What follows belongs to an exercise in optimizing a design on an open flow for small area, a short achievable clock period and few clock cycles per item; a production flow would make more cautious choices. Only simulation tests tie the RTL to the original design; equivalence was not proved. No activity file was given, so power comes from the tool's default toggle rates.

**flow/run.sh**
```bash
#!/bin/bash
# synth_recipe.tcl (not shown) runs the flow's synth.tcl, then flattens the netlist and writes it again
# the make line also repeats each setting of config.mk as NAME=value (left out here)
make -C /OpenROAD-flow-scripts/flow DESIGN_CONFIG=/design/flow/config.mk WORK_HOME=/design/flow/orfs CLKGATE_MAP_FILE= SYNTH_SCRIPT=/design/flow/synth_recipe.tcl finish
```
**flow/config.mk**
```make
export PLATFORM = sky130hd
export DESIGN_NAME = nearest_centroid_color_classifier_core
export DESIGN_NICKNAME = nearest_centroid_color_classifier_core
export VERILOG_FILES = /design/flow/design.v
export SDC_FILE = /design/flow/constraint.sdc
export NUM_CORES = 4
export LEC_CHECK = 0
export CAP_MARGIN = 20
export CORE_MARGIN = 2
export CORE_UTILIZATION = 40
export PLACE_DENSITY = 0.6
export SETUP_SLACK_MARGIN = 3.3
export SLEW_MARGIN = 20
export SYNTH_HIERARCHICAL = 1
```
**flow/constraint.sdc**
```tcl
create_clock -name core_clock -period 7.0 [get_ports {clk}]
set_input_delay 1.4000 -clock core_clock [delete_from_list [all_inputs] [get_ports {clk}]]
set_output_delay 1.4000 -clock core_clock [all_outputs]
set_load 0.01 [all_outputs]
```
**flow/design.v**
```verilog
`timescale 1ns / 1ps
package ncc_pkg;
    localparam int CHAN_W = 12;
    localparam int SQ_W   = 2 * CHAN_W;
    localparam int DIST_W = SQ_W + 2;
    localparam int IDX_W  = 4;
    localparam int CNT_W  = 5;
    localparam logic [CNT_W-1:0] CNT_RESET = 5'd16;
    localparam logic REQ_LOAD     = 1'b0;
    localparam logic REQ_CLASSIFY = 1'b1;
    typedef struct packed {
        logic [CHAN_W-1:0] y;
        logic [CHAN_W-1:0] cb;
        logic [CHAN_W-1:0] cr;
    } colour_t;
    localparam int COLOUR_W = 3 * CHAN_W;
endpackage
`timescale 1ns / 1ps
module ncc_fa (
    input  logic a,
    input  logic b,
    input  logic c,
    output logic s,
    output logic co
);
    assign s  = a ^ b ^ c;
    assign co = (a & b) | (a & c) | (b & c);
endmodule
module ncc_ha (
    input  logic a,
    input  logic b,
    output logic s,
    output logic co
);
    assign s  = a ^ b;
    assign co = a & b;
endmodule
`timescale 1ns / 1ps
module ncc_absd (
    input  logic [11:0] a,
    input  logic [11:0] b,
    output logic [11:0] m
);
    logic [12:0] df;
    assign df = {1'b0, a} - {1'b0, b};
    assign m  = (df[11:0] ^ {12{df[12]}}) + {11'd0, df[12]};
endmodule
module ncc_sq3_0 (
    input  logic [11:0] m0,
    input  logic [11:0] m1,
    input  logic [11:0] m2,
    output logic [69:0] co
);
    wire fs0, fc0;
    ncc_fa u_fa0 (.a(~(m0[0] & m0[8])), .b(~(m0[1] & m0[7])), .c(~(m0[2] & m0[6])), .s(fs0), .co(fc0));
    wire fs1, fc1;
    ncc_fa u_fa1 (.a(~(m0[0] & m0[9])), .b(~(m0[1] & m0[8])), .c(~(m0[2] & m0[7])), .s(fs1), .co(fc1));
    wire hs2, hc2;
    ncc_fa u_ha2 (.a(~(m0[3] & m0[6])), .b(~(m0[5] & ~m0[4])), .c(1'b1), .s(hs2), .co(hc2));
    wire fs3, fc3;
    ncc_fa u_fa3 (.a(~(m0[0] & m0[10])), .b(~(m0[1] & m0[9])), .c(~(m0[2] & m0[8])), .s(fs3), .co(fc3));
    wire fs4, fc4;
    ncc_fa u_fa4 (.a(~(m0[3] & m0[7])), .b(~(m0[4] & m0[6])), .c(~(m0[4] & m0[5])), .s(fs4), .co(fc4));
    wire fs5, fc5;
    ncc_fa u_fa5 (.a(~(m1[0] & m1[10])), .b(~(m1[1] & m1[9])), .c(~(m1[2] & m1[8])), .s(fs5), .co(fc5));
    wire hs6, hc6;
    ncc_fa u_ha6 (.a(~(m1[3] & m1[7])), .b(~(m1[4] & m1[6])), .c(1'b1), .s(hs6), .co(hc6));
    wire fs7, fc7;
    ncc_fa u_fa7 (.a(~(m0[0] & m0[11])), .b(~(m0[1] & m0[10])), .c(~(m0[2] & m0[9])), .s(fs7), .co(fc7));
    wire fs8, fc8;
    ncc_fa u_fa8 (.a(~(m0[3] & m0[8])), .b(~(m0[4] & m0[7])), .c(~(m0[6] & ~m0[5])), .s(fs8), .co(fc8));
    wire fs9, fc9;
    ncc_fa u_fa9 (.a(~(m1[0] & m1[11])), .b(~(m1[1] & m1[10])), .c(~(m1[2] & m1[9])), .s(fs9), .co(fc9));
    wire fs10, fc10;
    ncc_fa u_fa10 (.a(~(m1[3] & m1[8])), .b(~(m1[4] & m1[7])), .c(~(m1[6] & ~m1[5])), .s(fs10), .co(fc10));
    wire hs11, hc11;
    ncc_fa u_ha11 (.a(~(m2[0] & m2[11])), .b(~(m2[1] & m2[10])), .c(1'b1), .s(hs11), .co(hc11));
    wire fs12, fc12;
    ncc_fa u_fa12 (.a(~(m0[1] & m0[11])), .b(~(m0[2] & m0[10])), .c(~(m0[3] & m0[9])), .s(fs12), .co(fc12));
    wire fs13, fc13;
    ncc_fa u_fa13 (.a(~(m0[4] & m0[8])), .b(~(m0[5] & m0[7])), .c(~(m0[5] & m0[6])), .s(fs13), .co(fc13));
    wire fs14, fc14;
    ncc_fa u_fa14 (.a(~(m1[1] & m1[11])), .b(~(m1[2] & m1[10])), .c(~(m1[3] & m1[9])), .s(fs14), .co(fc14));
    wire fs15, fc15;
    ncc_fa u_fa15 (.a(~(m1[4] & m1[8])), .b(~(m1[5] & m1[7])), .c(~(m1[5] & m1[6])), .s(fs15), .co(fc15));
    wire fs16, fc16;
    ncc_fa u_fa16 (.a(~(m2[1] & m2[11])), .b(~(m2[2] & m2[10])), .c(~(m2[3] & m2[9])), .s(fs16), .co(fc16));
    wire fs17, fc17;
    ncc_fa u_fa17 (.a(~(m0[2] & m0[11])), .b(~(m0[3] & m0[10])), .c(~(m0[4] & m0[9])), .s(fs17), .co(fc17));
    wire fs18, fc18;
    ncc_fa u_fa18 (.a(~(m0[5] & m0[8])), .b(~(m0[7] & ~m0[6])), .c(~(m1[2] & m1[11])), .s(fs18), .co(fc18));
    wire fs19, fc19;
    ncc_fa u_fa19 (.a(~(m1[3] & m1[10])), .b(~(m1[4] & m1[9])), .c(~(m1[5] & m1[8])), .s(fs19), .co(fc19));
    wire hs20, hc20;
    ncc_fa u_ha20 (.a(~(m1[7] & ~m1[6])), .b(~(m2[2] & m2[11])), .c(1'b1), .s(hs20), .co(hc20));
    wire fs21, fc21;
    ncc_fa u_fa21 (.a(~(m0[3] & m0[11])), .b(~(m0[4] & m0[10])), .c(~(m0[5] & m0[9])), .s(fs21), .co(fc21));
    wire fs22, fc22;
    ncc_fa u_fa22 (.a(~(m0[6] & m0[8])), .b(~(m0[6] & m0[7])), .c(~(m1[3] & m1[11])), .s(fs22), .co(fc22));
    wire fs23, fc23;
    ncc_fa u_fa23 (.a(~(m1[4] & m1[10])), .b(~(m1[5] & m1[9])), .c(~(m1[6] & m1[8])), .s(fs23), .co(fc23));
    wire fs24, fc24;
    ncc_fa u_fa24 (.a(~(m0[4] & m0[11])), .b(~(m0[5] & m0[10])), .c(~(m0[6] & m0[9])), .s(fs24), .co(fc24));
    wire fs25, fc25;
    ncc_fa u_fa25 (.a(~(m0[0] & m0[6])), .b(~(m0[1] & m0[5])), .c(~(m0[2] & m0[4])), .s(fs25), .co(fc25));
    wire hs26, hc26;
    ncc_fa u_ha26 (.a(~(m0[2] & m0[3])), .b(~(m1[0] & m1[6])), .c(1'b1), .s(hs26), .co(hc26));
    wire fs27, fc27;
    ncc_fa u_fa27 (.a(~(m0[0] & m0[7])), .b(~(m0[1] & m0[6])), .c(~(m0[2] & m0[5])), .s(fs27), .co(fc27));
    wire fs28, fc28;
    ncc_fa u_fa28 (.a(~(m0[4] & ~m0[3])), .b(~(m1[0] & m1[7])), .c(~(m1[1] & m1[6])), .s(fs28), .co(fc28));
    wire hs29, hc29;
    ncc_fa u_ha29 (.a(~(m1[2] & m1[5])), .b(~(m1[4] & ~m1[3])), .c(1'b1), .s(hs29), .co(hc29));
    wire fs30, fc30;
    ncc_fa u_fa30 (.a(fs0), .b(~(m0[3] & m0[5])), .c(~(m0[3] & m0[4])), .s(fs30), .co(fc30));
    wire fs31, fc31;
    ncc_fa u_fa31 (.a(~(m1[0] & m1[8])), .b(~(m1[1] & m1[7])), .c(~(m1[2] & m1[6])), .s(fs31), .co(fc31));
    wire fs32, fc32;
    ncc_fa u_fa32 (.a(~(m1[3] & m1[5])), .b(~(m1[3] & m1[4])), .c(~(m2[0] & m2[8])), .s(fs32), .co(fc32));
    wire hs33, hc33;
    ncc_fa u_ha33 (.a(~(m2[1] & m2[7])), .b(~(m2[2] & m2[6])), .c(1'b1), .s(hs33), .co(hc33));
    wire fs34, fc34;
    ncc_fa u_fa34 (.a(fs1), .b(hs2), .c(~(m1[0] & m1[9])), .s(fs34), .co(fc34));
    wire fs35, fc35;
    ncc_fa u_fa35 (.a(~(m1[1] & m1[8])), .b(~(m1[2] & m1[7])), .c(~(m1[3] & m1[6])), .s(fs35), .co(fc35));
    wire fs36, fc36;
    ncc_fa u_fa36 (.a(~(m1[5] & ~m1[4])), .b(~(m2[0] & m2[9])), .c(~(m2[1] & m2[8])), .s(fs36), .co(fc36));
    wire fs37, fc37;
    ncc_fa u_fa37 (.a(~(m2[2] & m2[7])), .b(~(m2[3] & m2[6])), .c(~(m2[5] & ~m2[4])), .s(fs37), .co(fc37));
    wire fs38, fc38;
    ncc_fa u_fa38 (.a(fs3), .b(fs4), .c(fs5), .s(fs38), .co(fc38));
    wire fs39, fc39;
    ncc_fa u_fa39 (.a(hs6), .b(~(m1[4] & m1[5])), .c(~(m2[0] & m2[10])), .s(fs39), .co(fc39));
    wire fs40, fc40;
    ncc_fa u_fa40 (.a(~(m2[1] & m2[9])), .b(~(m2[2] & m2[8])), .c(~(m2[3] & m2[7])), .s(fs40), .co(fc40));
    wire fs41, fc41;
    ncc_fa u_fa41 (.a(~(m2[4] & m2[6])), .b(~(m2[4] & m2[5])), .c(fc1), .s(fs41), .co(fc41));
    wire fs42, fc42;
    ncc_fa u_fa42 (.a(fs7), .b(fs8), .c(fs9), .s(fs42), .co(fc42));
    wire fs43, fc43;
    ncc_fa u_fa43 (.a(fs10), .b(hs11), .c(~(m2[2] & m2[9])), .s(fs43), .co(fc43));
    wire fs44, fc44;
    ncc_fa u_fa44 (.a(~(m2[3] & m2[8])), .b(~(m2[4] & m2[7])), .c(~(m2[6] & ~m2[5])), .s(fs44), .co(fc44));
    wire fs45, fc45;
    ncc_fa u_fa45 (.a(fc3), .b(fc4), .c(fc5), .s(fs45), .co(fc45));
    wire fs46, fc46;
    ncc_fa u_fa46 (.a(fs12), .b(fs13), .c(fs14), .s(fs46), .co(fc46));
    wire fs47, fc47;
    ncc_fa u_fa47 (.a(fs15), .b(fs16), .c(~(m2[4] & m2[8])), .s(fs47), .co(fc47));
    wire fs48, fc48;
    ncc_fa u_fa48 (.a(~(m2[5] & m2[7])), .b(~(m2[5] & m2[6])), .c(fc7), .s(fs48), .co(fc48));
    wire fs49, fc49;
    ncc_fa u_fa49 (.a(fc8), .b(fc9), .c(fc10), .s(fs49), .co(fc49));
    wire fs50, fc50;
    ncc_fa u_fa50 (.a(fs17), .b(fs18), .c(fs19), .s(fs50), .co(fc50));
    wire fs51, fc51;
    ncc_fa u_fa51 (.a(hs20), .b(~(m2[3] & m2[10])), .c(~(m2[4] & m2[9])), .s(fs51), .co(fc51));
    wire fs52, fc52;
    ncc_fa u_fa52 (.a(~(m2[5] & m2[8])), .b(~(m2[7] & ~m2[6])), .c(fc12), .s(fs52), .co(fc52));
    wire fs53, fc53;
    ncc_fa u_fa53 (.a(fc13), .b(fc14), .c(fc15), .s(fs53), .co(fc53));
    wire fs54, fc54;
    ncc_fa u_fa54 (.a(fs21), .b(fs22), .c(fs23), .s(fs54), .co(fc54));
    wire fs55, fc55;
    ncc_fa u_fa55 (.a(~(m1[6] & m1[7])), .b(~(m2[3] & m2[11])), .c(~(m2[4] & m2[10])), .s(fs55), .co(fc55));
    wire fs56, fc56;
    ncc_fa u_fa56 (.a(~(m2[5] & m2[9])), .b(~(m2[6] & m2[8])), .c(~(m2[6] & m2[7])), .s(fs56), .co(fc56));
    wire fs57, fc57;
    ncc_fa u_fa57 (.a(fc17), .b(fc18), .c(fc19), .s(fs57), .co(fc57));
    wire fs58, fc58;
    ncc_fa u_fa58 (.a(fs24), .b(~(m0[8] & ~m0[7])), .c(~(m1[4] & m1[11])), .s(fs58), .co(fc58));
    wire fs59, fc59;
    ncc_fa u_fa59 (.a(~(m1[5] & m1[10])), .b(~(m1[6] & m1[9])), .c(~(m1[8] & ~m1[7])), .s(fs59), .co(fc59));
    wire fs60, fc60;
    ncc_fa u_fa60 (.a(~(m2[4] & m2[11])), .b(~(m2[5] & m2[10])), .c(~(m2[6] & m2[9])), .s(fs60), .co(fc60));
    wire fs61, fc61;
    ncc_fa u_fa61 (.a(~(m2[8] & ~m2[7])), .b(fc21), .c(fc22), .s(fs61), .co(fc61));
    wire fs62, fc62;
    ncc_fa u_fa62 (.a(~(m0[5] & m0[11])), .b(~(m0[6] & m0[10])), .c(~(m0[7] & m0[9])), .s(fs62), .co(fc62));
    wire fs63, fc63;
    ncc_fa u_fa63 (.a(~(m0[7] & m0[8])), .b(~(m1[5] & m1[11])), .c(~(m1[6] & m1[10])), .s(fs63), .co(fc63));
    wire fs64, fc64;
    ncc_fa u_fa64 (.a(~(m1[7] & m1[9])), .b(~(m1[7] & m1[8])), .c(~(m2[5] & m2[11])), .s(fs64), .co(fc64));
    wire fs65, fc65;
    ncc_fa u_fa65 (.a(~(m2[6] & m2[10])), .b(~(m2[7] & m2[9])), .c(~(m2[7] & m2[8])), .s(fs65), .co(fc65));
    wire fs66, fc66;
    ncc_fa u_fa66 (.a(~(m0[6] & m0[11])), .b(~(m0[7] & m0[10])), .c(~(m0[9] & ~m0[8])), .s(fs66), .co(fc66));
    wire fs67, fc67;
    ncc_fa u_fa67 (.a(~(m1[6] & m1[11])), .b(~(m1[7] & m1[10])), .c(~(m1[9] & ~m1[8])), .s(fs67), .co(fc67));
    wire fs68, fc68;
    ncc_fa u_fa68 (.a(~(m0[7] & m0[11])), .b(~(m0[8] & m0[10])), .c(~(m0[8] & m0[9])), .s(fs68), .co(fc68));
    wire fs69, fc69;
    ncc_fa u_fa69 (.a(~(m0[0] & m0[4])), .b(~(m0[1] & m0[3])), .c(~(m0[1] & m0[2])), .s(fs69), .co(fc69));
    wire hs70, hc70;
    ncc_fa u_ha70 (.a(~(m1[0] & m1[4])), .b(~(m1[1] & m1[3])), .c(1'b1), .s(hs70), .co(hc70));
    wire fs71, fc71;
    ncc_fa u_fa71 (.a(~(m0[0] & m0[5])), .b(~(m0[1] & m0[4])), .c(~(m0[3] & ~m0[2])), .s(fs71), .co(fc71));
    wire fs72, fc72;
    ncc_fa u_fa72 (.a(~(m1[0] & m1[5])), .b(~(m1[1] & m1[4])), .c(~(m1[3] & ~m1[2])), .s(fs72), .co(fc72));
    wire hs73, hc73;
    ncc_fa u_ha73 (.a(~(m2[0] & m2[5])), .b(~(m2[1] & m2[4])), .c(1'b1), .s(hs73), .co(hc73));
    wire fs74, fc74;
    ncc_fa u_fa74 (.a(fs25), .b(hs26), .c(~(m1[1] & m1[5])), .s(fs74), .co(fc74));
    wire fs75, fc75;
    ncc_fa u_fa75 (.a(~(m1[2] & m1[4])), .b(~(m1[2] & m1[3])), .c(~(m2[0] & m2[6])), .s(fs75), .co(fc75));
    wire fs76, fc76;
    ncc_fa u_fa76 (.a(~(m2[1] & m2[5])), .b(~(m2[2] & m2[4])), .c(~(m2[2] & m2[3])), .s(fs76), .co(fc76));
    wire fs77, fc77;
    ncc_fa u_fa77 (.a(fs27), .b(fs28), .c(hs29), .s(fs77), .co(fc77));
    wire fs78, fc78;
    ncc_fa u_fa78 (.a(~(m2[0] & m2[7])), .b(~(m2[1] & m2[6])), .c(~(m2[2] & m2[5])), .s(fs78), .co(fc78));
    wire fs79, fc79;
    ncc_fa u_fa79 (.a(~(m2[4] & ~m2[3])), .b(fc25), .c(hc26), .s(fs79), .co(fc79));
    wire fs80, fc80;
    ncc_fa u_fa80 (.a(fs30), .b(fs31), .c(fs32), .s(fs80), .co(fc80));
    wire fs81, fc81;
    ncc_fa u_fa81 (.a(hs33), .b(~(m2[3] & m2[5])), .c(~(m2[3] & m2[4])), .s(fs81), .co(fc81));
    wire fs82, fc82;
    ncc_fa u_fa82 (.a(fc27), .b(fc28), .c(hc29), .s(fs82), .co(fc82));
    wire fs83, fc83;
    ncc_fa u_fa83 (.a(fs34), .b(fs35), .c(fs36), .s(fs83), .co(fc83));
    wire fs84, fc84;
    ncc_fa u_fa84 (.a(fs37), .b(fc0), .c(fc30), .s(fs84), .co(fc84));
    wire fs85, fc85;
    ncc_fa u_fa85 (.a(fc31), .b(fc32), .c(hc33), .s(fs85), .co(fc85));
    wire fs86, fc86;
    ncc_fa u_fa86 (.a(fs38), .b(fs39), .c(fs40), .s(fs86), .co(fc86));
    wire fs87, fc87;
    ncc_fa u_fa87 (.a(fs41), .b(hc2), .c(fc34), .s(fs87), .co(fc87));
    wire fs88, fc88;
    ncc_fa u_fa88 (.a(fc35), .b(fc36), .c(fc37), .s(fs88), .co(fc88));
    wire fs89, fc89;
    ncc_fa u_fa89 (.a(fs42), .b(fs43), .c(fs44), .s(fs89), .co(fc89));
    wire fs90, fc90;
    ncc_fa u_fa90 (.a(fs45), .b(hc6), .c(fc38), .s(fs90), .co(fc90));
    wire fs91, fc91;
    ncc_fa u_fa91 (.a(fc39), .b(fc40), .c(fc41), .s(fs91), .co(fc91));
    wire fs92, fc92;
    ncc_fa u_fa92 (.a(fs46), .b(fs47), .c(fs48), .s(fs92), .co(fc92));
    wire fs93, fc93;
    ncc_fa u_fa93 (.a(fs49), .b(hc11), .c(fc42), .s(fs93), .co(fc93));
    wire fs94, fc94;
    ncc_fa u_fa94 (.a(fc43), .b(fc44), .c(fc45), .s(fs94), .co(fc94));
    wire fs95, fc95;
    ncc_fa u_fa95 (.a(fs50), .b(fs51), .c(fs52), .s(fs95), .co(fc95));
    wire fs96, fc96;
    ncc_fa u_fa96 (.a(fs53), .b(fc16), .c(fc46), .s(fs96), .co(fc96));
    wire fs97, fc97;
    ncc_fa u_fa97 (.a(fc47), .b(fc48), .c(fc49), .s(fs97), .co(fc97));
    wire fs98, fc98;
    ncc_fa u_fa98 (.a(fs54), .b(fs55), .c(fs56), .s(fs98), .co(fc98));
    wire fs99, fc99;
    ncc_fa u_fa99 (.a(fs57), .b(hc20), .c(fc50), .s(fs99), .co(fc99));
    wire fs100, fc100;
    ncc_fa u_fa100 (.a(fc51), .b(fc52), .c(fc53), .s(fs100), .co(fc100));
    wire fs101, fc101;
    ncc_fa u_fa101 (.a(fs58), .b(fs59), .c(fs60), .s(fs101), .co(fc101));
    wire fs102, fc102;
    ncc_fa u_fa102 (.a(fs61), .b(fc23), .c(fc54), .s(fs102), .co(fc102));
    wire fs103, fc103;
    ncc_fa u_fa103 (.a(fc55), .b(fc56), .c(fc57), .s(fs103), .co(fc103));
    wire fs104, fc104;
    ncc_fa u_fa104 (.a(fs62), .b(fs63), .c(fs64), .s(fs104), .co(fc104));
    wire fs105, fc105;
    ncc_fa u_fa105 (.a(fs65), .b(fc24), .c(fc58), .s(fs105), .co(fc105));
    wire fs106, fc106;
    ncc_fa u_fa106 (.a(fc59), .b(fc60), .c(fc61), .s(fs106), .co(fc106));
    wire fs107, fc107;
    ncc_fa u_fa107 (.a(fs66), .b(fs67), .c(~(m2[6] & m2[11])), .s(fs107), .co(fc107));
    wire fs108, fc108;
    ncc_fa u_fa108 (.a(~(m2[7] & m2[10])), .b(~(m2[9] & ~m2[8])), .c(fc62), .s(fs108), .co(fc108));
    wire fs109, fc109;
    ncc_fa u_fa109 (.a(fc63), .b(fc64), .c(fc65), .s(fs109), .co(fc109));
    wire fs110, fc110;
    ncc_fa u_fa110 (.a(fs68), .b(~(m1[7] & m1[11])), .c(~(m1[8] & m1[10])), .s(fs110), .co(fc110));
    wire fs111, fc111;
    ncc_fa u_fa111 (.a(~(m1[8] & m1[9])), .b(~(m2[7] & m2[11])), .c(~(m2[8] & m2[10])), .s(fs111), .co(fc111));
    wire fs112, fc112;
    ncc_fa u_fa112 (.a(~(m2[8] & m2[9])), .b(fc66), .c(fc67), .s(fs112), .co(fc112));
    wire fs113, fc113;
    ncc_fa u_fa113 (.a(~(m0[8] & m0[11])), .b(~(m0[10] & ~m0[9])), .c(~(m1[8] & m1[11])), .s(fs113), .co(fc113));
    wire fs114, fc114;
    ncc_fa u_fa114 (.a(~(m1[10] & ~m1[9])), .b(~(m2[8] & m2[11])), .c(~(m2[10] & ~m2[9])), .s(fs114), .co(fc114));
    wire fs115, fc115;
    ncc_fa u_fa115 (.a(~(m0[9] & m0[11])), .b(~(m0[9] & m0[10])), .c(~(m1[9] & m1[11])), .s(fs115), .co(fc115));
    wire fs116, fc116;
    ncc_fa u_fa116 (.a(~(m0[0] & m0[2])), .b(~(m0[0] & m0[1])), .c(~(m1[0] & m1[2])), .s(fs116), .co(fc116));
    wire fs117, fc117;
    ncc_fa u_fa117 (.a(~(m0[0] & m0[3])), .b(~(m0[2] & ~m0[1])), .c(~(m1[0] & m1[3])), .s(fs117), .co(fc117));
    wire hs118, hc118;
    ncc_fa u_ha118 (.a(~(m1[2] & ~m1[1])), .b(~(m2[0] & m2[3])), .c(1'b1), .s(hs118), .co(hc118));
    wire fs119, fc119;
    ncc_fa u_fa119 (.a(fs69), .b(hs70), .c(~(m1[1] & m1[2])), .s(fs119), .co(fc119));
    wire fs120, fc120;
    ncc_fa u_fa120 (.a(~(m2[0] & m2[4])), .b(~(m2[1] & m2[3])), .c(~(m2[1] & m2[2])), .s(fs120), .co(fc120));
    wire fs121, fc121;
    ncc_fa u_fa121 (.a(fs71), .b(fs72), .c(hs73), .s(fs121), .co(fc121));
    wire fs122, fc122;
    ncc_fa u_fa122 (.a(~(m2[3] & ~m2[2])), .b(fc69), .c(hc70), .s(fs122), .co(fc122));
    wire fs123, fc123;
    ncc_fa u_fa123 (.a(fs74), .b(fs75), .c(fs76), .s(fs123), .co(fc123));
    wire fs124, fc124;
    ncc_fa u_fa124 (.a(fc71), .b(fc72), .c(hc73), .s(fs124), .co(fc124));
    wire fs125, fc125;
    ncc_fa u_fa125 (.a(fs77), .b(fs78), .c(fs79), .s(fs125), .co(fc125));
    wire fs126, fc126;
    ncc_fa u_fa126 (.a(fc74), .b(fc75), .c(fc76), .s(fs126), .co(fc126));
    wire fs127, fc127;
    ncc_fa u_fa127 (.a(fs80), .b(fs81), .c(fs82), .s(fs127), .co(fc127));
    wire fs128, fc128;
    ncc_fa u_fa128 (.a(fc77), .b(fc78), .c(fc79), .s(fs128), .co(fc128));
    wire fs129, fc129;
    ncc_fa u_fa129 (.a(fs83), .b(fs84), .c(fs85), .s(fs129), .co(fc129));
    wire fs130, fc130;
    ncc_fa u_fa130 (.a(fc80), .b(fc81), .c(fc82), .s(fs130), .co(fc130));
    wire fs131, fc131;
    ncc_fa u_fa131 (.a(fs86), .b(fs87), .c(fs88), .s(fs131), .co(fc131));
    wire fs132, fc132;
    ncc_fa u_fa132 (.a(fc83), .b(fc84), .c(fc85), .s(fs132), .co(fc132));
    wire fs133, fc133;
    ncc_fa u_fa133 (.a(fs89), .b(fs90), .c(fs91), .s(fs133), .co(fc133));
    wire fs134, fc134;
    ncc_fa u_fa134 (.a(fc86), .b(fc87), .c(fc88), .s(fs134), .co(fc134));
    wire fs135, fc135;
    ncc_fa u_fa135 (.a(fs92), .b(fs93), .c(fs94), .s(fs135), .co(fc135));
    wire fs136, fc136;
    ncc_fa u_fa136 (.a(fc89), .b(fc90), .c(fc91), .s(fs136), .co(fc136));
    wire fs137, fc137;
    ncc_fa u_fa137 (.a(fs95), .b(fs96), .c(fs97), .s(fs137), .co(fc137));
    wire fs138, fc138;
    ncc_fa u_fa138 (.a(fc92), .b(fc93), .c(fc94), .s(fs138), .co(fc138));
    wire fs139, fc139;
    ncc_fa u_fa139 (.a(fs98), .b(fs99), .c(fs100), .s(fs139), .co(fc139));
    wire fs140, fc140;
    ncc_fa u_fa140 (.a(fc95), .b(fc96), .c(fc97), .s(fs140), .co(fc140));
    wire fs141, fc141;
    ncc_fa u_fa141 (.a(fs101), .b(fs102), .c(fs103), .s(fs141), .co(fc141));
    wire fs142, fc142;
    ncc_fa u_fa142 (.a(fc98), .b(fc99), .c(fc100), .s(fs142), .co(fc142));
    wire fs143, fc143;
    ncc_fa u_fa143 (.a(fs104), .b(fs105), .c(fs106), .s(fs143), .co(fc143));
    wire fs144, fc144;
    ncc_fa u_fa144 (.a(fc101), .b(fc102), .c(fc103), .s(fs144), .co(fc144));
    wire fs145, fc145;
    ncc_fa u_fa145 (.a(fs107), .b(fs108), .c(fs109), .s(fs145), .co(fc145));
    wire fs146, fc146;
    ncc_fa u_fa146 (.a(fc104), .b(fc105), .c(fc106), .s(fs146), .co(fc146));
    wire fs147, fc147;
    ncc_fa u_fa147 (.a(fs110), .b(fs111), .c(fs112), .s(fs147), .co(fc147));
    wire fs148, fc148;
    ncc_fa u_fa148 (.a(fc107), .b(fc108), .c(fc109), .s(fs148), .co(fc148));
    wire fs149, fc149;
    ncc_fa u_fa149 (.a(fs113), .b(fs114), .c(fc68), .s(fs149), .co(fc149));
    wire fs150, fc150;
    ncc_fa u_fa150 (.a(fc110), .b(fc111), .c(fc112), .s(fs150), .co(fc150));
    wire fs151, fc151;
    ncc_fa u_fa151 (.a(fs115), .b(~(m1[9] & m1[10])), .c(~(m2[9] & m2[11])), .s(fs151), .co(fc151));
    wire fs152, fc152;
    ncc_fa u_fa152 (.a(~(m2[9] & m2[10])), .b(fc113), .c(fc114), .s(fs152), .co(fc152));
    wire fs153, fc153;
    ncc_fa u_fa153 (.a(~(m0[11] & ~m0[10])), .b(~(m1[11] & ~m1[10])), .c(~(m2[11] & ~m2[10])), .s(fs153), .co(fc153));
    wire hs154, hc154;
    ncc_fa u_ha154 (.a(fs116), .b(~(m1[0] & m1[1])), .c(1'b1), .s(hs154), .co(hc154));
    wire fs155, fc155;
    ncc_fa u_fa155 (.a(fs117), .b(hs118), .c(~(m2[2] & ~m2[1])), .s(fs155), .co(fc155));
    wire fs156, fc156;
    ncc_fa u_fa156 (.a(fs119), .b(fs120), .c(fc117), .s(fs156), .co(fc156));
    wire fs157, fc157;
    ncc_fa u_fa157 (.a(fs121), .b(fs122), .c(fc119), .s(fs157), .co(fc157));
    wire fs158, fc158;
    ncc_fa u_fa158 (.a(fs123), .b(fs124), .c(fc121), .s(fs158), .co(fc158));
    wire fs159, fc159;
    ncc_fa u_fa159 (.a(fs125), .b(fs126), .c(fc123), .s(fs159), .co(fc159));
    wire fs160, fc160;
    ncc_fa u_fa160 (.a(fs127), .b(fs128), .c(fc125), .s(fs160), .co(fc160));
    wire fs161, fc161;
    ncc_fa u_fa161 (.a(fs129), .b(fs130), .c(fc127), .s(fs161), .co(fc161));
    wire fs162, fc162;
    ncc_fa u_fa162 (.a(fs131), .b(fs132), .c(fc129), .s(fs162), .co(fc162));
    wire fs163, fc163;
    ncc_fa u_fa163 (.a(fs133), .b(fs134), .c(fc131), .s(fs163), .co(fc163));
    wire fs164, fc164;
    ncc_fa u_fa164 (.a(fs135), .b(fs136), .c(fc133), .s(fs164), .co(fc164));
    wire fs165, fc165;
    ncc_fa u_fa165 (.a(fs137), .b(fs138), .c(fc135), .s(fs165), .co(fc165));
    wire fs166, fc166;
    ncc_fa u_fa166 (.a(fs139), .b(fs140), .c(fc137), .s(fs166), .co(fc166));
    wire fs167, fc167;
    ncc_fa u_fa167 (.a(fs141), .b(fs142), .c(fc139), .s(fs167), .co(fc167));
    wire fs168, fc168;
    ncc_fa u_fa168 (.a(fs143), .b(fs144), .c(fc141), .s(fs168), .co(fc168));
    wire fs169, fc169;
    ncc_fa u_fa169 (.a(fs145), .b(fs146), .c(fc143), .s(fs169), .co(fc169));
    wire fs170, fc170;
    ncc_fa u_fa170 (.a(fs147), .b(fs148), .c(fc145), .s(fs170), .co(fc170));
    wire fs171, fc171;
    ncc_fa u_fa171 (.a(fs149), .b(fs150), .c(fc147), .s(fs171), .co(fc171));
    wire fs172, fc172;
    ncc_fa u_fa172 (.a(fs151), .b(fs152), .c(fc149), .s(fs172), .co(fc172));
    wire fs173, fc173;
    ncc_fa u_fa173 (.a(fs153), .b(fc115), .c(fc151), .s(fs173), .co(fc173));
    wire fs174, fc174;
    ncc_fa u_fa174 (.a(~(m0[10] & m0[11])), .b(~(m1[10] & m1[11])), .c(~(m2[10] & m2[11])), .s(fs174), .co(fc174));
    assign co = {fc174, fc173, fc153, fs174, fc172, fc152, fs173, fc171, fc150, fs172, fc170, fc148, fs171, fc169, fc146, fs170, fc168, fc144, fs169, fc167, fc142, fs168, fc166, fc140, fs167, fc165, fc138, fs166, fc164, fc136, fs165, fc163, fc134, fs164, fc162, fc132, fs163, fc161, fc130, fs162, fc160, fc128, fs161, fc159, fc126, fs160, fc158, fc124, fs159, fc157, fc122, fs158, fc156, fc120, fs157, fc155, hc118, fs156, hc154, fc116, fs155, ~(m2[0] & m2[1]), ~(m2[0] & m2[2]), hs154, ~(m2[1] & ~m2[0]), ~(m1[1] & ~m1[0]), ~(m0[1] & ~m0[0]), ~m2[0], ~m1[0], ~m0[0]};
endmodule
module ncc_sq3_1 (
    input  logic [69:0] ci,
    output logic [25:0] r0,
    output logic [25:0] r1
);
    wire hs0, hc0;
    ncc_fa u_ha0 (.a(ci[0]), .b(ci[1]), .c(1'b1), .s(hs0), .co(hc0));
    wire hs1, hc1;
    ncc_fa u_ha1 (.a(ci[3]), .b(ci[4]), .c(1'b1), .s(hs1), .co(hc1));
    wire fs2, fc2;
    ncc_fa u_fa2 (.a(ci[6]), .b(ci[7]), .c(ci[8]), .s(fs2), .co(fc2));
    wire fs3, fc3;
    ncc_fa u_fa3 (.a(ci[9]), .b(ci[10]), .c(ci[11]), .s(fs3), .co(fc3));
    wire fs4, fc4;
    ncc_fa u_fa4 (.a(ci[12]), .b(ci[13]), .c(ci[14]), .s(fs4), .co(fc4));
    wire fs5, fc5;
    ncc_fa u_fa5 (.a(ci[15]), .b(ci[16]), .c(ci[17]), .s(fs5), .co(fc5));
    wire fs6, fc6;
    ncc_fa u_fa6 (.a(ci[18]), .b(ci[19]), .c(ci[20]), .s(fs6), .co(fc6));
    wire fs7, fc7;
    ncc_fa u_fa7 (.a(ci[21]), .b(ci[22]), .c(ci[23]), .s(fs7), .co(fc7));
    wire fs8, fc8;
    ncc_fa u_fa8 (.a(ci[24]), .b(ci[25]), .c(ci[26]), .s(fs8), .co(fc8));
    wire fs9, fc9;
    ncc_fa u_fa9 (.a(ci[27]), .b(ci[28]), .c(ci[29]), .s(fs9), .co(fc9));
    wire fs10, fc10;
    ncc_fa u_fa10 (.a(ci[30]), .b(ci[31]), .c(ci[32]), .s(fs10), .co(fc10));
    wire fs11, fc11;
    ncc_fa u_fa11 (.a(ci[33]), .b(ci[34]), .c(ci[35]), .s(fs11), .co(fc11));
    wire fs12, fc12;
    ncc_fa u_fa12 (.a(ci[36]), .b(ci[37]), .c(ci[38]), .s(fs12), .co(fc12));
    wire fs13, fc13;
    ncc_fa u_fa13 (.a(ci[39]), .b(ci[40]), .c(ci[41]), .s(fs13), .co(fc13));
    wire fs14, fc14;
    ncc_fa u_fa14 (.a(ci[42]), .b(ci[43]), .c(ci[44]), .s(fs14), .co(fc14));
    wire fs15, fc15;
    ncc_fa u_fa15 (.a(ci[45]), .b(ci[46]), .c(ci[47]), .s(fs15), .co(fc15));
    wire fs16, fc16;
    ncc_fa u_fa16 (.a(ci[48]), .b(ci[49]), .c(ci[50]), .s(fs16), .co(fc16));
    wire fs17, fc17;
    ncc_fa u_fa17 (.a(ci[51]), .b(ci[52]), .c(ci[53]), .s(fs17), .co(fc17));
    wire fs18, fc18;
    ncc_fa u_fa18 (.a(ci[54]), .b(ci[55]), .c(ci[56]), .s(fs18), .co(fc18));
    wire fs19, fc19;
    ncc_fa u_fa19 (.a(ci[57]), .b(ci[58]), .c(ci[59]), .s(fs19), .co(fc19));
    wire fs20, fc20;
    ncc_fa u_fa20 (.a(ci[60]), .b(ci[61]), .c(ci[62]), .s(fs20), .co(fc20));
    wire fs21, fc21;
    ncc_fa u_fa21 (.a(ci[63]), .b(ci[64]), .c(ci[65]), .s(fs21), .co(fc21));
    wire fs22, fc22;
    ncc_fa u_fa22 (.a(ci[66]), .b(ci[67]), .c(ci[68]), .s(fs22), .co(fc22));
    assign r0 = {1'b1, ci[69], fs22, fs21, fs20, fs19, fs18, fs17, fs16, fs15, fs14, fs13, fs12, fs11, fs10, fs9, fs8, fs7, fs6, fs5, fs4, fs3, fs2, hs1, hc0, hs0};
    assign r1 = {1'b1, fc22, fc21, fc20, fc19, fc18, fc17, fc16, fc15, fc14, fc13, fc12, fc11, fc10, fc9, fc8, fc7, fc6, fc5, fc4, fc3, fc2, hc1, ci[5], 1'b1, ci[2]};
endmodule
module ncc_add26 (
    input  logic [25:0] r0,
    input  logic [25:0] r1,
    output logic [25:0] y
);
    assign y = r0 + r1;
endmodule
`timescale 1ns / 1ps
module nearest_centroid_color_classifier_core
(
    input  logic                        clk,
    input  logic                        rst_n,
    input  logic                        cfg_wr_en,
    input  logic [ncc_pkg::CNT_W-1:0]   cfg_wr_data,
    input  logic                        in_valid,
    output logic                        in_stall,
    input  logic                        req_type,
    input  logic [ncc_pkg::IDX_W-1:0]   entry_index,
    input  logic [ncc_pkg::CHAN_W-1:0]  chan_y,
    input  logic [ncc_pkg::CHAN_W-1:0]  chan_cb,
    input  logic [ncc_pkg::CHAN_W-1:0]  chan_cr,
    output logic                        out_valid,
    input  logic                        out_stall,
    output logic [ncc_pkg::IDX_W-1:0]   class_index
);
    logic        stall_q;
    logic [4:0]  cnt_q;
    logic        fire, ld_fire, cl_fire;
    logic [35:0] pix_in;
    logic [35:0] tab [16];
    assign in_stall = stall_q;
    assign fire     = in_valid & ~stall_q;
    assign ld_fire  = fire & (req_type == ncc_pkg::REQ_LOAD);
    assign cl_fire  = fire & (req_type == ncc_pkg::REQ_CLASSIFY);
    assign pix_in   = {chan_y, chan_cb, chan_cr};
    always_ff @(posedge clk)
    begin
        if (ld_fire)
            tab[entry_index] <= pix_in;
    end
    always_ff @(posedge clk or negedge rst_n)
    begin
        if (!rst_n)
            cnt_q <= ncc_pkg::CNT_RESET;
        else if (cfg_wr_en)
            cnt_q <= cfg_wr_data;
    end
    logic        s1_v;
    logic [4:0]  s1_n;
    logic [35:0] s_pix;
    always_ff @(posedge clk or negedge rst_n)
    begin
        if (!rst_n)
            s1_v <= 1'b0;
        else
            s1_v <= cl_fire;
    end
    always_ff @(posedge clk)
    begin
        s1_n <= cnt_q;
        s_pix <= pix_in;
    end
    function automatic logic [11:0] absdiff12(input logic [11:0] a, input logic [11:0] b);
        logic [11:0] g, p, gg, pp, cin;
        logic        c;
        g  = a & ~b;
        p  = ~(a ^ b);
        gg = g;
        pp = p;
        for (int d = 1; d < 12; d = d * 2)
            for (int i = 11; i >= d; i--)
            begin
                gg[i] = gg[i] | (pp[i] & gg[i-d]);
                pp[i] = pp[i] & pp[i-d];
            end
        c = gg[11];
        cin[0] = c;
        for (int i = 1; i < 12; i++)
            cin[i] = gg[i-1] | (pp[i-1] & c);
        absdiff12 = (p ^ cin) ^ {12{~c}};
    endfunction
    logic [16*3*12-1:0] ad_m;
    for (genvar i = 0; i < 16; i++)
    begin : g_ad
        assign ad_m[(i*3+0)*12 +: 12] = absdiff12(s_pix[35:24], tab[i][35:24]);
        assign ad_m[(i*3+1)*12 +: 12] = absdiff12(s_pix[23:12], tab[i][23:12]);
        assign ad_m[(i*3+2)*12 +: 12] = absdiff12(s_pix[11:0], tab[i][11:0]);
    end
    logic        s2_v;
    logic [4:0]  s2_n;
    logic [16*3*12-1:0] s2_m;
    always_ff @(posedge clk or negedge rst_n)
        if (!rst_n) s2_v <= 1'b0; else s2_v <= s1_v;
    always_ff @(posedge clk)
    begin
        s2_n <= s1_n;
        s2_m <= ad_m;
    end
    logic [16*70-1:0] cs0_co;
    for (genvar i = 0; i < 16; i++)
    begin : g_cs0
        ncc_sq3_0 u_cs (.m0(s2_m[(i*3+0)*12 +: 12]), .m1(s2_m[(i*3+1)*12 +: 12]), .m2(s2_m[(i*3+2)*12 +: 12]), .co(cs0_co[i*70 +: 70]));
    end
    logic        s3_v;
    logic [4:0]  s3_n;
    logic [16*70-1:0] s3_c;
    always_ff @(posedge clk or negedge rst_n)
        if (!rst_n) s3_v <= 1'b0; else s3_v <= s2_v;
    always_ff @(posedge clk)
    begin
        s3_n <= s2_n;
        s3_c <= cs0_co;
    end
    logic [16*26-1:0] cs1_r0;
    logic [16*26-1:0] cs1_r1;
    for (genvar i = 0; i < 16; i++)
    begin : g_cs1
        ncc_sq3_1 u_cs (.ci(s3_c[i*70 +: 70]), .r0(cs1_r0[i*26 +: 26]), .r1(cs1_r1[i*26 +: 26]));
    end
    logic [16*26-1:0] dsum;
    for (genvar i = 0; i < 16; i++)
    begin : g_add
        assign dsum[i*26 +: 26] = ~(cs1_r0[i*26 +: 26] + cs1_r1[i*26 +: 26] + 26'd1);
    end
    logic        s4_v;
    logic [4:0]  s4_n;
    logic [16*26-1:0] s4_d;
    always_ff @(posedge clk or negedge rst_n)
        if (!rst_n) s4_v <= 1'b0; else s4_v <= s3_v;
    always_ff @(posedge clk)
    begin
        s4_n <= s3_n;
        s4_d <= dsum;
    end
    logic [15:0] th;
    always_comb
        for (int k = 0; k < 16; k++)
            th[k] = (s4_n > 5'(k));
    wire        sel_l1_0 = th[1] & (s4_d[26 +: 26] < s4_d[0 +: 26]);
    wire [25:0] d_l1_0 = sel_l1_0 ? s4_d[26 +: 26] : s4_d[0 +: 26];
    wire [0:0]  i_l1_0 = sel_l1_0;
    wire        sel_l1_1 = th[3] & (s4_d[78 +: 26] < s4_d[52 +: 26]);
    wire [25:0] d_l1_1 = sel_l1_1 ? s4_d[78 +: 26] : s4_d[52 +: 26];
    wire [0:0]  i_l1_1 = sel_l1_1;
    wire        sel_l1_2 = th[5] & (s4_d[130 +: 26] < s4_d[104 +: 26]);
    wire [25:0] d_l1_2 = sel_l1_2 ? s4_d[130 +: 26] : s4_d[104 +: 26];
    wire [0:0]  i_l1_2 = sel_l1_2;
    wire        sel_l1_3 = th[7] & (s4_d[182 +: 26] < s4_d[156 +: 26]);
    wire [25:0] d_l1_3 = sel_l1_3 ? s4_d[182 +: 26] : s4_d[156 +: 26];
    wire [0:0]  i_l1_3 = sel_l1_3;
    wire        sel_l1_4 = th[9] & (s4_d[234 +: 26] < s4_d[208 +: 26]);
    wire [25:0] d_l1_4 = sel_l1_4 ? s4_d[234 +: 26] : s4_d[208 +: 26];
    wire [0:0]  i_l1_4 = sel_l1_4;
    wire        sel_l1_5 = th[11] & (s4_d[286 +: 26] < s4_d[260 +: 26]);
    wire [25:0] d_l1_5 = sel_l1_5 ? s4_d[286 +: 26] : s4_d[260 +: 26];
    wire [0:0]  i_l1_5 = sel_l1_5;
    wire        sel_l1_6 = th[13] & (s4_d[338 +: 26] < s4_d[312 +: 26]);
    wire [25:0] d_l1_6 = sel_l1_6 ? s4_d[338 +: 26] : s4_d[312 +: 26];
    wire [0:0]  i_l1_6 = sel_l1_6;
    wire        sel_l1_7 = th[15] & (s4_d[390 +: 26] < s4_d[364 +: 26]);
    wire [25:0] d_l1_7 = sel_l1_7 ? s4_d[390 +: 26] : s4_d[364 +: 26];
    wire [0:0]  i_l1_7 = sel_l1_7;
    logic        s5_v;
    logic [25:0] qd_l1_0;
    logic [0:0]  qi_l1_0;
    logic [25:0] qd_l1_1;
    logic [0:0]  qi_l1_1;
    logic [25:0] qd_l1_2;
    logic [0:0]  qi_l1_2;
    logic [25:0] qd_l1_3;
    logic [0:0]  qi_l1_3;
    logic [25:0] qd_l1_4;
    logic [0:0]  qi_l1_4;
    logic [25:0] qd_l1_5;
    logic [0:0]  qi_l1_5;
    logic [25:0] qd_l1_6;
    logic [0:0]  qi_l1_6;
    logic [25:0] qd_l1_7;
    logic [0:0]  qi_l1_7;
    logic        s5_th2;
    logic        s5_th6;
    logic        s5_th10;
    logic        s5_th14;
    logic        s5_th4;
    logic        s5_th12;
    logic        s5_th8;
    always_ff @(posedge clk or negedge rst_n)
        if (!rst_n) s5_v <= 1'b0; else s5_v <= s4_v;
    always_ff @(posedge clk)
    begin
        qd_l1_0 <= d_l1_0;
        qi_l1_0 <= i_l1_0;
        qd_l1_1 <= d_l1_1;
        qi_l1_1 <= i_l1_1;
        qd_l1_2 <= d_l1_2;
        qi_l1_2 <= i_l1_2;
        qd_l1_3 <= d_l1_3;
        qi_l1_3 <= i_l1_3;
        qd_l1_4 <= d_l1_4;
        qi_l1_4 <= i_l1_4;
        qd_l1_5 <= d_l1_5;
        qi_l1_5 <= i_l1_5;
        qd_l1_6 <= d_l1_6;
        qi_l1_6 <= i_l1_6;
        qd_l1_7 <= d_l1_7;
        qi_l1_7 <= i_l1_7;
        s5_th2 <= th[2];
        s5_th6 <= th[6];
        s5_th10 <= th[10];
        s5_th14 <= th[14];
        s5_th4 <= th[4];
        s5_th12 <= th[12];
        s5_th8 <= th[8];
    end
    wire        sel_l2_0 = s5_th2 & (qd_l1_1 < qd_l1_0);
    wire [25:0] d_l2_0 = sel_l2_0 ? qd_l1_1 : qd_l1_0;
    wire [1:0]  i_l2_0 = sel_l2_0 ? {1'b1, qi_l1_1} : {1'b0, qi_l1_0};
    wire        sel_l2_1 = s5_th6 & (qd_l1_3 < qd_l1_2);
    wire [25:0] d_l2_1 = sel_l2_1 ? qd_l1_3 : qd_l1_2;
    wire [1:0]  i_l2_1 = sel_l2_1 ? {1'b1, qi_l1_3} : {1'b0, qi_l1_2};
    wire        sel_l2_2 = s5_th10 & (qd_l1_5 < qd_l1_4);
    wire [25:0] d_l2_2 = sel_l2_2 ? qd_l1_5 : qd_l1_4;
    wire [1:0]  i_l2_2 = sel_l2_2 ? {1'b1, qi_l1_5} : {1'b0, qi_l1_4};
    wire        sel_l2_3 = s5_th14 & (qd_l1_7 < qd_l1_6);
    wire [25:0] d_l2_3 = sel_l2_3 ? qd_l1_7 : qd_l1_6;
    wire [1:0]  i_l2_3 = sel_l2_3 ? {1'b1, qi_l1_7} : {1'b0, qi_l1_6};
    logic        s6_v;
    logic [25:0] qd_l2_0;
    logic [1:0]  qi_l2_0;
    logic [25:0] qd_l2_1;
    logic [1:0]  qi_l2_1;
    logic [25:0] qd_l2_2;
    logic [1:0]  qi_l2_2;
    logic [25:0] qd_l2_3;
    logic [1:0]  qi_l2_3;
    logic        s6_th4;
    logic        s6_th12;
    logic        s6_th8;
    always_ff @(posedge clk or negedge rst_n)
        if (!rst_n) s6_v <= 1'b0; else s6_v <= s5_v;
    always_ff @(posedge clk)
    begin
        qd_l2_0 <= d_l2_0;
        qi_l2_0 <= i_l2_0;
        qd_l2_1 <= d_l2_1;
        qi_l2_1 <= i_l2_1;
        qd_l2_2 <= d_l2_2;
        qi_l2_2 <= i_l2_2;
        qd_l2_3 <= d_l2_3;
        qi_l2_3 <= i_l2_3;
        s6_th4 <= s5_th4;
        s6_th12 <= s5_th12;
        s6_th8 <= s5_th8;
    end
    wire        sel_l3_0 = s6_th4 & (qd_l2_1 < qd_l2_0);
    wire [25:0] d_l3_0 = sel_l3_0 ? qd_l2_1 : qd_l2_0;
    wire [2:0]  i_l3_0 = sel_l3_0 ? {1'b1, qi_l2_1} : {1'b0, qi_l2_0};
    wire        sel_l3_1 = s6_th12 & (qd_l2_3 < qd_l2_2);
    wire [25:0] d_l3_1 = sel_l3_1 ? qd_l2_3 : qd_l2_2;
    wire [2:0]  i_l3_1 = sel_l3_1 ? {1'b1, qi_l2_3} : {1'b0, qi_l2_2};
    logic        s7_v;
    logic [25:0] qd_l3_0;
    logic [2:0]  qi_l3_0;
    logic [25:0] qd_l3_1;
    logic [2:0]  qi_l3_1;
    logic        s7_th8;
    always_ff @(posedge clk or negedge rst_n)
        if (!rst_n) s7_v <= 1'b0; else s7_v <= s6_v;
    always_ff @(posedge clk)
    begin
        qd_l3_0 <= d_l3_0;
        qi_l3_0 <= i_l3_0;
        qd_l3_1 <= d_l3_1;
        qi_l3_1 <= i_l3_1;
        s7_th8 <= s6_th8;
    end
    wire        sel_l4_0 = s7_th8 & (qd_l3_1 < qd_l3_0);
    wire [25:0] d_l4_0 = sel_l4_0 ? qd_l3_1 : qd_l3_0;
    wire [3:0]  i_l4_0 = sel_l4_0 ? {1'b1, qi_l3_1} : {1'b0, qi_l3_0};
    wire [3:0] res   = i_l4_0;
    wire       res_v = s7_v;
    localparam int QD = 10;
    logic [3:0] q_d [QD];
    logic       q_v [QD];
    logic [3:0] owed_q;
    logic       pop;
    logic [3:0] owed_n;
    assign pop    = q_v[0] & ~out_stall;
    assign owed_n = owed_q + {3'd0, cl_fire} - {3'd0, pop};
    always_ff @(posedge clk or negedge rst_n)
    begin
        if (!rst_n)
        begin
            owed_q  <= '0;
            stall_q <= 1'b0;
        end
        else
        begin
            owed_q  <= owed_n;
            stall_q <= (owed_n >= 4'(QD));
        end
    end
    for (genvar j = 0; j < QD; j++)
    begin : g_q
        logic       v_sh;
        logic [3:0] d_sh;
        logic       prev_full;
        logic       put;
        if (j + 1 < QD)
        begin : g_sh
            assign v_sh = pop ? q_v[j+1] : q_v[j];
            assign d_sh = pop ? q_d[j+1] : q_d[j];
        end
        else
        begin : g_last
            assign v_sh = pop ? 1'b0 : q_v[j];
            assign d_sh = q_d[j];
        end
        if (j == 0)
        begin : g_p0
            assign prev_full = 1'b1;
        end
        else
        begin : g_pn
            assign prev_full = pop ? q_v[j] : q_v[j-1];
        end
        assign put = res_v & prev_full & ~v_sh;
        always_ff @(posedge clk or negedge rst_n)
        begin
            if (!rst_n)
                q_v[j] <= 1'b0;
            else
                q_v[j] <= v_sh | put;
        end
        always_ff @(posedge clk)
        begin
            q_d[j] <= put ? res : d_sh;
        end
    end
    assign out_valid   = q_v[0];
    assign class_index = q_d[0];
endmodule
```
==> results.txt <==
The via count of the first global-routing pass is 153,000. For this run, asynchronously set or reset flops after synthesis account for 0.842%. The final setup TNS is 0 ns. The global-route wire length before repair is 957 mm. The fraction of the yosys area taken by sequential cells is 29.7%. The startpoint of the worst setup timing path is s_pix[18]. In this run the critical register-to-register path is captured at s2_m[198]. The number of iterations in the first detailed-routing pass came out at 8. The worst-case headroom to the max-slew limit came out at 17.5%. The global-route congestion overflow total came out at 0. In the final routed layout, each cell accounts on average for 22.3 um. Entering global routing, the biggest net connects 37 pins. The transition at the pin with the smallest max-transition slack came out at 1.24 ns. The clock period could shrink to 3.70 ns. Along the worst path, the maximum fanout reaches 15. Leaving out fill and tap cells, the most frequent cell in the layout is sky130_fd_sc_hd__nand2_1. Power spread over the standard cell area amounts to 561 mW/mm^2.

The cell area that synthesis handed to floorplanning was 0.238 mm^2. The average cell area after synthesis came out at 10.7 um^2. The number of buffers created by CTS is 358. The depth of the most critical reg-to-reg path came out at 10.

The checks that failed: antenna rules. The number of maximum-capacitance constraint violations came out at 0. After detailed routing, the total wire length is 638 mm. The initial core utilization is 40.1%. The CTS tree is built.

The number of hold violations in the final report is 0. The number of levels the H-tree was split into is 5. The CTS clock-pin slew for the worst setup and hold paths is 0.06 ns.

The clock tree buffer depth is 4. For this run, the number of Yosys warnings is 9. The register bit count reported by yosys is 3,208. The post-route antenna net violation count is 1. The startpoint identified for the worst register-to-register timing path is s_pix[18]. The setup slack of the worst register-to-register path came out at 3.30 ns.

The total routing usage reported by global routing came out at 21.1%. The achievable clock frequency came out at 271 MHz. The final net count came out at 25,000. The library cells used most frequently in the layout, excluding fill and tap cells, are sky130_fd_sc_hd__nand2_1 (3,587), sky130_fd_sc_hd__fa_1 (3,184), sky130_fd_sc_hd__dfxtp_1 (2,161). The most critical setup path has its endpoint at s2_m[198]. The DRC marker count from the first detailed-route iteration is 13,300. By startpoint and endpoint, the worst setup path is classified as reg2reg. In this run the worst hold path is classified as reg2reg.

The number of antenna violations at the first check in global routing is 88. The analysis attributes to cell leakage a power of 97.2 nW. The flow ran to the end, but the layout failed its checks.

The count of cells in the finished layout, fillers not included, comes to 28,600. The number of buffers added to fix hold violations after cts came out at 0. The setup violation total in the final timing report came out at 0.

The final-report max-slew violation count came out at 0. Measured along the y axis, the die boundary spans 775 um. The clock net sink count came out at 3,208. Summed over all nets, the half-perimeter wirelength after detailed placement is 466 mm.

The period utilization is 52.8%. Among all flip-flop cells after synthesis, the most frequent one is sky130_fd_sc_hd__dfxtp_1. The layout overhead on the synthesized area is 2.06%. The floorplan die area came out at 0.601 mm^2.

The share of final-layout standard cells stronger than drive strength 1 came out at 8.39%. The remaining routing DRC violations is 0. After detailed placement, the design holds a cell count of 27,800. The cell count after synthesis is 22,200. The number of enable flip-flop cells after synthesis came out at 616. The global routing usage on met1 came out at 28.2%.

The clock root buffer is sky130_fd_sc_hd__clkbuf_16. The post-detailed-route via-to-cell ratio is 5.26. The count of buffers added on input and output ports is 56. The worst path arrival time is 4.54 ns. The endpoint class of the critical path is a register. The die is 775 um wide. The global-route met3 utilization came out at 4.73%.

The number of ports placed on the die boundary is 57. The area of the core is 0.593 mm^2. The overall power consumption is 136 mW. The clock latency at the later pin of the worst-skew pair is 1.02 ns.

The total vias in the final route is 151,000. The launching element type of the critical path is a register. The floorplan has 283 rows. The distinct cell type count after synthesis came out at 91. Global routing used 32.2% of the available met2 tracks. The worst supply voltage drop on vdd came out at 0.000333 V.

The required time at the worst-slack endpoint came out at 7.85 ns. The global routing's busiest layer is met2. Setup repair after global routing could not meet its margin everywhere. The final weighted congestion of routability-driven global placement is 0.904.

Across the routed clock network, the largest skew measured is 0.101 ns.
[worst min path at each step]
stage            start  endpoint  slack (ns)  cells after the start
3_3_place_gp    s5_th4    s6_th4        0.31                      0
6_report        s6_th8    s7_th8        0.31                      0
3_5_place_dp   s5_th12   s6_th12        0.31                      0
2_1_floorplan  s1_n[0]   s2_n[0]        0.31                      0
5_1_grt         s6_th8    s7_th8        0.31                      0
4_1_cts         s6_th8    s7_th8        0.31                      0
[synth_stat cells (all sizes together), types with 481 or more instances]
library cell	number	area, um^2
nand2	3590	13500
fa	3185	63800
dfxtp	2565	51300
buf	2443	20400
ha	1355	17000
inv	1354	5080
a21oi	1058	5310
nand2b	714	4470
a21o	642	4820
o21ai	632	3160
edfxtp	616	18500
nor2	502	1900
xnor2	481	4210
[where the power goes]
part / total, mW / switching (mW) / internal, mW
sequential: 33.1 / 6.26 / 26.8
combinational: 83.4 / 46.0 / 37.4
clock: 19.7 / 8.34 / 11.3
total: 136 / 60.6 / 75.6
[cell families after synthesis]
group	share of synthesized area [%]
buf+inv	11.0
fa+ha+maj	33.9
xor+xnor	3.17
mux	3.04
compound gates	8.22
simple gates	11.0
flops	29.7
other cells	0.0505
[cell type report]
class | count | area [um^2]
fill | 56300 | 350000
sequential | 3208 | 71000
multi-input combinational | 15300 | 143000
inverter | 1354 | 5080
antenna | 126 | 315
tap | 7837 | 9810
clock inverter | 211 | 2260
clock buffer | 454 | 10000
timing repair buffer | 189 | 1560
[per-module statistics from Yosys (local to each module, per instance)]
| module | copies in the design | flip-flops and latches | cell area, um^2 |
|---|---|---|---|
| nearest_centroid_color_classifier_core | 1 | 3208 | 139000 |
| ncc_sq3_0 | 16 | 0 | 1820 |
| ncc_sq3_1 | 16 | 0 | 394 |
| ncc_fa | 3168 | 0 | 20.0 |
[critical path, stage by stage (launching register included)]
cell                      delay [ns]
sky130_fd_sc_hd__dfxtp_2        0.88
sky130_fd_sc_hd__buf_4          0.52
sky130_fd_sc_hd__ha_1           0.37
sky130_fd_sc_hd__nor2b_1        0.16
sky130_fd_sc_hd__o21ai_0        0.18
sky130_fd_sc_hd__nand2_1        0.07
sky130_fd_sc_hd__nor4_1         0.35
sky130_fd_sc_hd__nor2b_2        0.25
sky130_fd_sc_hd__nor3_1         0.24
sky130_fd_sc_hd__a21oi_1        0.08
sky130_fd_sc_hd__xnor2_1        0.43
[metrics by stage]
step	worst slack, ns	cell area [um^2]	utilization [%]	hold WS, ns
after floorplan	3.03	239000	-	0.310
after global placement	2.01	229000	38.6	0.311
after detailed placement	2.41	229000	38.6	0.312
after CTS	3.26	242000	40.7	0.307
after global routing	3.28	242000	40.9	0.308
final	3.30	243000	40.9	0.312
[metal layers]
layer  wire length [um]  up-vias
li1                   -    67200
met3              58300     1324
met2             282000     6268
met4              32600       30
met5                357        -
met1             265000    75900
[timing repair]
action	in CTS	in global routing
setup endpoints to repair	358	370
resized for setup	106	366
pin swaps	5	8
gates cloned	1	1
setup buffers	4	3
[state kept, by name, indices dropped and copies added (netlist names), 36 cells and up]
signal and count:
q_d 40, s2_m 576, s3_c 1120, s4_d 416
s_pix 36, tab 576
Testbench counts, summed over its fixed seeds: cycles 5,663, items 5,018.

static timing again, ports no longer ideal:
Ports are ideal in the flow. The routed layout listed here was re-timed in OpenROAD. Step 1: set_driving_cell puts a clkbuf_16 on clk and a buf_2 on each other input, an assumption about the parent block. Step 2, shift: input delay + t, output delay - t, t = (earliest + latest rising clock arrival at the registers) / 2. This alone moves slack from input paths to output paths. Slacks: ideal / step 1 / step 2; pairs: ideal / step 1.
t, ns: 1.115
setup slack, ns: 3.305 / 3.305 / 2.197
latest minus earliest clock arrival (ns): 0.110 / 0.111
worst slew at a driven data input, ns: 0.18
The setup slack of this run moves by 0.000 ns with the drivers and by -1.108 ns with both steps.
